What follows belongs to an exercise in optimizing a design on an open flow for small area, a short achievable clock period and few clock cycles; a production flow would make more cautious choices.
At most, simulation tests tie the RTL to the original design; equivalence was not proved.
Power figures rest on the tool's default switching activity, not on a simulated workload.

==> module char_draw_top, before the edit <==
module char_draw_top #(
    parameter int SCREEN_W = 640,
    parameter int SCREEN_H = 480
) (
    input  logic                       clk,
    input  logic                       rst,
    input  char_draw_pkg::pixel_x_t    x,
    input  char_draw_pkg::pixel_y_t    y,
    input  char_draw_pkg::char_code_t  code,
    input  char_draw_pkg::glyph_size_t size,
    input  logic [1:0]                 mode,
    input  char_draw_pkg::color_id_t   idata_fg,
    input  char_draw_pkg::color_id_t   idata_bg,
    input  logic                       idata_vld,
    output logic                       odone,
    output char_draw_pkg::vga_addr_t   oaddr,
    output char_draw_pkg::color_id_t   odata,
    output logic                       owren
);
    char_draw_pkg::pixel_x_t      origin_x;
    char_draw_pkg::pixel_y_t      origin_y;
    char_draw_pkg::char_code_t    char_code;
    char_draw_pkg::glyph_size_t   glyph_size;
    char_draw_pkg::color_id_t     fg_color;
    char_draw_pkg::color_id_t     bg_color;
    logic        busy;        
    logic        init1;       
    logic        init2;       
    logic        init3;       
    logic [1:0]  nb_cy;       
    logic [4:0]  gidx;        
    logic [4:0]  gidx_d;
    logic        scan_vld;    
    logic [11:0] nb_hi;       
    logic [3:0]  sx;          
    logic [2:0]  col;         
    logic [3:0]  sy;          
    logic [3:0]  crn;         
    logic [4:0]  grow;        
    logic [4:0]  gnext;       
    logic        s_rowstart;  
    logic        s_bit;       
    logic [4:0]  rom_bits;
    logic        accept;
    logic        row_end;
    logic        last_pix;
    assign accept   = idata_vld && !busy;
    assign row_end  = (col == 3'd5) && (sx == 4'd0);
    assign last_pix = row_end && (sy == 4'd0) && (crn == 4'd10);
    always_ff @(posedge clk) begin
        if (rst) begin
            origin_x  <= '0;
            origin_y  <= '0;
            char_code <= '0;
        end else if (accept && mode != 2'd1) begin
            origin_x  <= x;
            origin_y  <= y;
            char_code <= code;
        end
    end
    always_ff @(posedge clk) begin
        if (!busy) begin
            glyph_size <= size;
            fg_color   <= idata_fg;
            bg_color   <= idata_bg;
        end
    end
    always_ff @(posedge clk) begin
        if (rst) begin
            busy     <= 1'b0;
            init1    <= 1'b0;
            init2    <= 1'b0;
            init3    <= 1'b0;
            scan_vld <= 1'b0;
            owren    <= 1'b0;
            odone    <= 1'b0;
        end else begin
            init1 <= accept && mode != 2'd0;
            init2 <= init1;
            init3 <= init2;
            owren <= scan_vld;
            odone <= scan_vld && last_pix;
            if (accept && mode != 2'd0)
                busy <= 1'b1;
            else if (scan_vld && last_pix)
                busy <= 1'b0;
            if (init3)
                scan_vld <= 1'b1;
            else if (last_pix)
                scan_vld <= 1'b0;
        end
    end
    glyph_enc u_glyph_enc (
        .char_code (char_code),
        .gidx      (gidx_d)
    );
    glyph_rom u_glyph_rom (
        .gidx (gidx),
        .row  (crn),
        .bits (rom_bits)
    );
    always_ff @(posedge clk) begin
        gidx <= gidx_d;
    end
    always_ff @(posedge clk) begin
        gnext <= rom_bits;
        if (init3) begin
            sx         <= glyph_size;
            col        <= 3'd0;
            sy         <= glyph_size;
            crn        <= 4'd1;
            grow       <= 5'd0;
            s_rowstart <= 1'b1;
            s_bit      <= 1'b0;
        end else begin
            s_rowstart <= row_end;
            if (sx == 4'd0) begin
                sx <= glyph_size;
                if (row_end) begin
                    col   <= 3'd0;
                    s_bit <= 1'b0;
                    if (sy == 4'd0) begin
                        sy   <= glyph_size;
                        crn  <= crn + 4'd1;
                        grow <= gnext;
                    end else begin
                        sy <= sy - 4'd1;
                    end
                end else begin
                    col   <= col + 3'd1;
                    s_bit <= grow[3'd4 - col];
                end
            end else begin
                sx <= sx - 4'd1;
            end
        end
    end
    always_ff @(posedge clk) begin
        if (init1)
            {nb_cy, nb_hi[3:0]} <= {2'b00, origin_y[1:0], 2'b00} + {2'b00, origin_y[3:0]} + {3'd0, origin_x[9:7]};
        else if (init2)
            {nb_cy, nb_hi[7:4]} <= {2'b00, origin_y[5:2]} + {2'b00, origin_y[7:4]} + {4'd0, nb_cy};
        else if (init3)
            nb_hi[11:8] <= {1'b0, origin_y[8:6]} + {3'd0, origin_y[8]} + {2'd0, nb_cy};
        else if (scan_vld && s_rowstart)
            nb_hi <= nb_hi + 12'd5;
        if (s_rowstart)
            oaddr <= {nb_hi, origin_x[6:0]};
        else
            oaddr <= oaddr + 19'd1;
        odata <= s_bit ? fg_color : bg_color;
    end
endmodule
export LEC_CHECK = 0
export CAP_MARGIN = 20
export CORE_MARGIN = 2
export CORE_UTILIZATION = 40
export CTS_BUF_LIST = sky130_fd_sc_hd__clkbuf_4 sky130_fd_sc_hd__clkbuf_8
export SETUP_SLACK_MARGIN = 3.0
export SLEW_MARGIN = 20
export SYNTH_MEMORY_MAX_BITS = 16384
create_clock -name core_clock -period 5.0 [get_ports {clk}]
standard.sh (not shown) runs the stock make flow with config.mk's settings and CLKGATE_MAP_FILE= SYNTH_SCRIPT=/design/flow/synth_recipe.tcl, a recipe that flattens the netlist after the stock synthesis.
==> flow/flow/run.sh <==
#!/bin/bash
# The standard layout, with plain buffers on the ports in place of the delay-cell
# buffers buffer_ports picks by default. Each tool's output goes to the ORFS logs
# under orfs/logs/; make's own output goes to make_finish.log here.
set -euo pipefail
export BUFFER_PORTS_ARGS="-buffer_cell sky130_fd_sc_hd__buf_1"
bash standard.sh finish > make_finish.log 2>&1
Testbench counts at the start, summed over its fixed seeds: cycles 175,420.
Rerun with:
--- a/flow/design.v
+++ b/flow/design.v
@@ -152,9 +152,8 @@
     logic [3:0]  sx;          
     logic [2:0]  col;         
     logic [3:0]  sy;          
-    logic [3:0]  crn;         
-    logic [4:0]  grow;        
-    logic [4:0]  gnext;       
+    logic [3:0]  rrow;        
+    logic [4:0]  gbits;       
     logic        s_rowstart;  
     logic        s_bit;       
     logic [4:0]  rom_bits;
@@ -163,7 +162,7 @@
     logic        last_pix;
     assign accept   = idata_vld && !busy;
     assign row_end  = (col == 3'd5) && (sx == 4'd0);
-    assign last_pix = row_end && (sy == 4'd0) && (crn == 4'd10);
+    assign last_pix = row_end && (sy == 4'd0) && (rrow == 4'd10);
     always_ff @(posedge clk) begin
         if (rst) begin
             origin_x  <= '0;
@@ -213,23 +212,23 @@
     );
     glyph_rom u_glyph_rom (
         .gidx (gidx),
-        .row  (crn),
+        .row  (rrow),
         .bits (rom_bits)
     );
     always_ff @(posedge clk) begin
         gidx <= gidx_d;
     end
     always_ff @(posedge clk) begin
-        gnext <= rom_bits;
         if (init3) begin
             sx         <= glyph_size;
             col        <= 3'd0;
             sy         <= glyph_size;
-            crn        <= 4'd1;
-            grow       <= 5'd0;
+            rrow       <= 4'd0;
+            gbits      <= 5'd0;
             s_rowstart <= 1'b1;
             s_bit      <= 1'b0;
         end else begin
+            gbits      <= rom_bits;
             s_rowstart <= row_end;
             if (sx == 4'd0) begin
                 sx <= glyph_size;
@@ -237,15 +236,15 @@
                     col   <= 3'd0;
                     s_bit <= 1'b0;
                     if (sy == 4'd0) begin
-                        sy   <= glyph_size;
-                        crn  <= crn + 4'd1;
-                        grow <= gnext;
+                        sy <= glyph_size;
                     end else begin
                         sy <= sy - 4'd1;
                     end
                 end else begin
                     col   <= col + 3'd1;
-                    s_bit <= grow[3'd4 - col];
+                    s_bit <= gbits[3'd4 - col];
+                    if (col == 3'd4 && sy == 4'd0)
+                        rrow <= rrow + 4'd1;
                 end
             end else begin
                 sx <= sx - 4'd1;
The new run finished with timing, DRC and antenna clean. Setup slack is worse by 0.011 ns. Global-route usage rises by 0.38 points. Maximum frequency came out lower by 0.53%. Clock power falls by 3.8%. Clock skew goes down by 0.0038 ns.
Testbench counts after the change, summed over its fixed seeds: cycles 175,420.

## P
char_draw_top, a different RTL version from the one above (not shown whole).
Size in the first run: about 810 cells after synthesis, ~120 flip-flops.
==> module char_draw_top, before the edit <==
module char_draw_top #(
    parameter int SCREEN_W = 640,
    parameter int SCREEN_H = 480
) (
    input  logic                       clk,
    input  logic                       rst,
    input  char_draw_pkg::pixel_x_t    x,
    input  char_draw_pkg::pixel_y_t    y,
    input  char_draw_pkg::char_code_t  code,
    input  char_draw_pkg::glyph_size_t size,
    input  logic [1:0]                 mode,
    input  char_draw_pkg::color_id_t   idata_fg,
    input  char_draw_pkg::color_id_t   idata_bg,
    input  logic                       idata_vld,
    output logic                       odone,
    output char_draw_pkg::vga_addr_t   oaddr,
    output char_draw_pkg::color_id_t   odata,
    output logic                       owren
);
    char_draw_pkg::pixel_x_t      origin_x;
    char_draw_pkg::pixel_y_t      origin_y;
    char_draw_pkg::char_code_t    char_code;
    char_draw_pkg::glyph_size_t   glyph_size;
    char_draw_pkg::color_id_t     fg_color;
    char_draw_pkg::color_id_t     bg_color;
    logic        busy;        
    logic        init;        
    logic        scan_vld;    
    logic [11:0] nb_hi;       
    logic [3:0]  sx;          
    logic [2:0]  col;         
    logic [3:0]  sy;          
    logic [3:0]  crn;         
    logic [4:0]  grow;        
    logic [4:0]  gnext;       
    logic        s_rowstart;  
    logic        s_bit;       
    logic [4:0]  rom_bits;
    logic        accept;
    logic        row_end;
    logic        last_pix;
    assign accept   = idata_vld && !busy;
    assign row_end  = (col == 3'd5) && (sx == 4'd0);
    assign last_pix = row_end && (sy == 4'd0) && (crn == 4'd10);
    always_ff @(posedge clk) begin
        if (rst) begin
            origin_x  <= '0;
            origin_y  <= '0;
            char_code <= '0;
        end else if (accept && mode != 2'd1) begin
            origin_x  <= x;
            origin_y  <= y;
            char_code <= code;
        end
    end
    always_ff @(posedge clk) begin
        if (!busy) begin
            glyph_size <= size;
            fg_color   <= idata_fg;
            bg_color   <= idata_bg;
        end
    end
    always_ff @(posedge clk) begin
        if (rst) begin
            busy     <= 1'b0;
            init     <= 1'b0;
            scan_vld <= 1'b0;
            owren    <= 1'b0;
            odone    <= 1'b0;
        end else begin
            init  <= accept && mode != 2'd0;
            owren <= scan_vld;
            odone <= scan_vld && last_pix;
            if (accept && mode != 2'd0)
                busy <= 1'b1;
            else if (scan_vld && last_pix)
                busy <= 1'b0;
            if (init)
                scan_vld <= 1'b1;
            else if (last_pix)
                scan_vld <= 1'b0;
        end
    end
    glyph_rom u_glyph_rom (
        .char_code (char_code),
        .row       (crn),
        .bits      (rom_bits)
    );
    always_ff @(posedge clk) begin
        gnext <= rom_bits;
        if (init) begin
            sx         <= glyph_size;
            col        <= 3'd0;
            sy         <= glyph_size;
            crn        <= 4'd1;
            grow       <= 5'd0;
            s_rowstart <= 1'b1;
            s_bit      <= 1'b0;
        end else begin
            s_rowstart <= row_end;
            if (sx == 4'd0) begin
                sx <= glyph_size;
                if (row_end) begin
                    col   <= 3'd0;
                    s_bit <= 1'b0;
                    if (sy == 4'd0) begin
                        sy   <= glyph_size;
                        crn  <= crn + 4'd1;
                        grow <= gnext;
                    end else begin
                        sy <= sy - 4'd1;
                    end
                end else begin
                    col   <= col + 3'd1;
                    s_bit <= grow[3'd4 - col];
                end
            end else begin
                sx <= sx - 4'd1;
            end
        end
    end
    always_ff @(posedge clk) begin
        if (init)
            nb_hi <= 12'(origin_y) * 12'd5 + 12'(origin_x[9:7]);
        else if (scan_vld && s_rowstart)
            nb_hi <= nb_hi + 12'd5;
        if (s_rowstart)
            oaddr <= {nb_hi, origin_x[6:0]};
        else
            oaddr <= oaddr + 19'd1;
        odata <= s_bit ? fg_color : bg_color;
    end
endmodule
Settings: LEC_CHECK=0, CAP_MARGIN=20, CORE_MARGIN=2, CORE_UTILIZATION=40, SLEW_MARGIN=20, SYNTH_MEMORY_MAX_BITS=16384; clock period 5.0 ns.
run.sh (not shown) runs the stock make flow with config.mk's settings and CLKGATE_MAP_FILE= SYNTH_SCRIPT=/design/flow/synth_recipe.tcl, a recipe that flattens the netlist after the stock synthesis.
Stock flow here: none of the scripts above is used.
P reached the final stage; the timing, DRC and antenna checks on its layout passed.
Testbench counts of P, summed over its fixed seeds: cycles 175,036.
--- input diff P..R ---
diff --git a/flow/design.v b/flow/design.v
--- a/flow/design.v
+++ b/flow/design.v
@@ -144,13 +144,15 @@
     char_draw_pkg::pixel_y_t      origin_y;
     char_draw_pkg::char_code_t    char_code;
     char_draw_pkg::glyph_size_t   glyph_size;
     char_draw_pkg::color_id_t     fg_color;
     char_draw_pkg::color_id_t     bg_color;
     logic        busy;        
-    logic        init;        
+    logic        init1;       
+    logic        init2;       
+    logic [1:0]  nb_cy;       
     logic        scan_vld;    
     logic [11:0] nb_hi;       
     logic [3:0]  sx;          
     logic [2:0]  col;         
     logic [3:0]  sy;          
     logic [3:0]  crn;         
@@ -183,38 +185,40 @@
             bg_color   <= idata_bg;
         end
     end
     always_ff @(posedge clk) begin
         if (rst) begin
             busy     <= 1'b0;
-            init     <= 1'b0;
+            init1    <= 1'b0;
+            init2    <= 1'b0;
             scan_vld <= 1'b0;
             owren    <= 1'b0;
             odone    <= 1'b0;
         end else begin
-            init  <= accept && mode != 2'd0;
+            init1 <= accept && mode != 2'd0;
+            init2 <= init1;
             owren <= scan_vld;
             odone <= scan_vld && last_pix;
             if (accept && mode != 2'd0)
                 busy <= 1'b1;
             else if (scan_vld && last_pix)
                 busy <= 1'b0;
-            if (init)
+            if (init2)
                 scan_vld <= 1'b1;
             else if (last_pix)
                 scan_vld <= 1'b0;
         end
     end
     glyph_rom u_glyph_rom (
         .char_code (char_code),
         .row       (crn),
         .bits      (rom_bits)
     );
     always_ff @(posedge clk) begin
         gnext <= rom_bits;
-        if (init) begin
+        if (init2) begin
             sx         <= glyph_size;
             col        <= 3'd0;
             sy         <= glyph_size;
             crn        <= 4'd1;
             grow       <= 5'd0;
             s_rowstart <= 1'b1;
@@ -240,14 +244,16 @@
             end else begin
                 sx <= sx - 4'd1;
             end
         end
     end
     always_ff @(posedge clk) begin
-        if (init)
-            nb_hi <= 12'(origin_y) * 12'd5 + 12'(origin_x[9:7]);
+        if (init1)
+            {nb_cy, nb_hi[5:0]} <= {origin_y[3:0], 2'b00} + {2'b00, origin_y[5:0]} + {5'd0, origin_x[9:7]};
+        else if (init2)
+            nb_hi[11:6] <= {1'b0, origin_y[8:4]} + {3'd0, origin_y[8:6]} + {4'd0, nb_cy};
         else if (scan_vld && s_rowstart)
             nb_hi <= nb_hi + 12'd5;
         if (s_rowstart)
             oaddr <= {nb_hi, origin_x[6:0]};
         else
             oaddr <= oaddr + 19'd1;
==> comparison <==
Diff P..R | maximum number of buffers from clock root to sink | negligible. Against P, total internal power in R rose by more than 10%. Sort R and P by design area asc -> top: P. Higher wire length was reported by R, not P. | endpoint required time on the critical path | R vs P | 0.10 ns higher |.
Function not checked in R: the RTL went through the layout flow alone.

-- static timing again, ports no longer ideal --
The results above use ideal ports. As a check the final layouts listed here were re-extracted and re-timed, cells and wires unchanged.
Step 1 sets driving cells, clkbuf_16 on the clock port and buf_2 on the other inputs (assumed; they add their load-dependent delay and slew).
Step 2 adds t to the input delays and takes it off the output delays; t is the mean of the earliest and latest rising clock arrival at the registers after step 1. Input paths then give back, and output paths get back, about the clock's delay inside the block.
Slacks: no drivers / after step 1 / after step 2; pairs: no drivers / after step 1.
run | t, ns | slack for setup (ns) | worst register clock-pin slew, ns
the first run of note 1 | 0.470 | 2.971 / 2.971 / 2.873 | 0.08 / 0.08
the second run of note 1 | 0.470 | 2.960 / 2.960 / 2.862 | 0.08 / 0.08
P | 0.457 | 2.052 / 2.052 / 2.052 | 0.07 / 0.07
R | 0.456 | 1.462 / 1.462 / 1.462 | 0.06 / 0.06
After both steps every run listed still meets setup and hold.
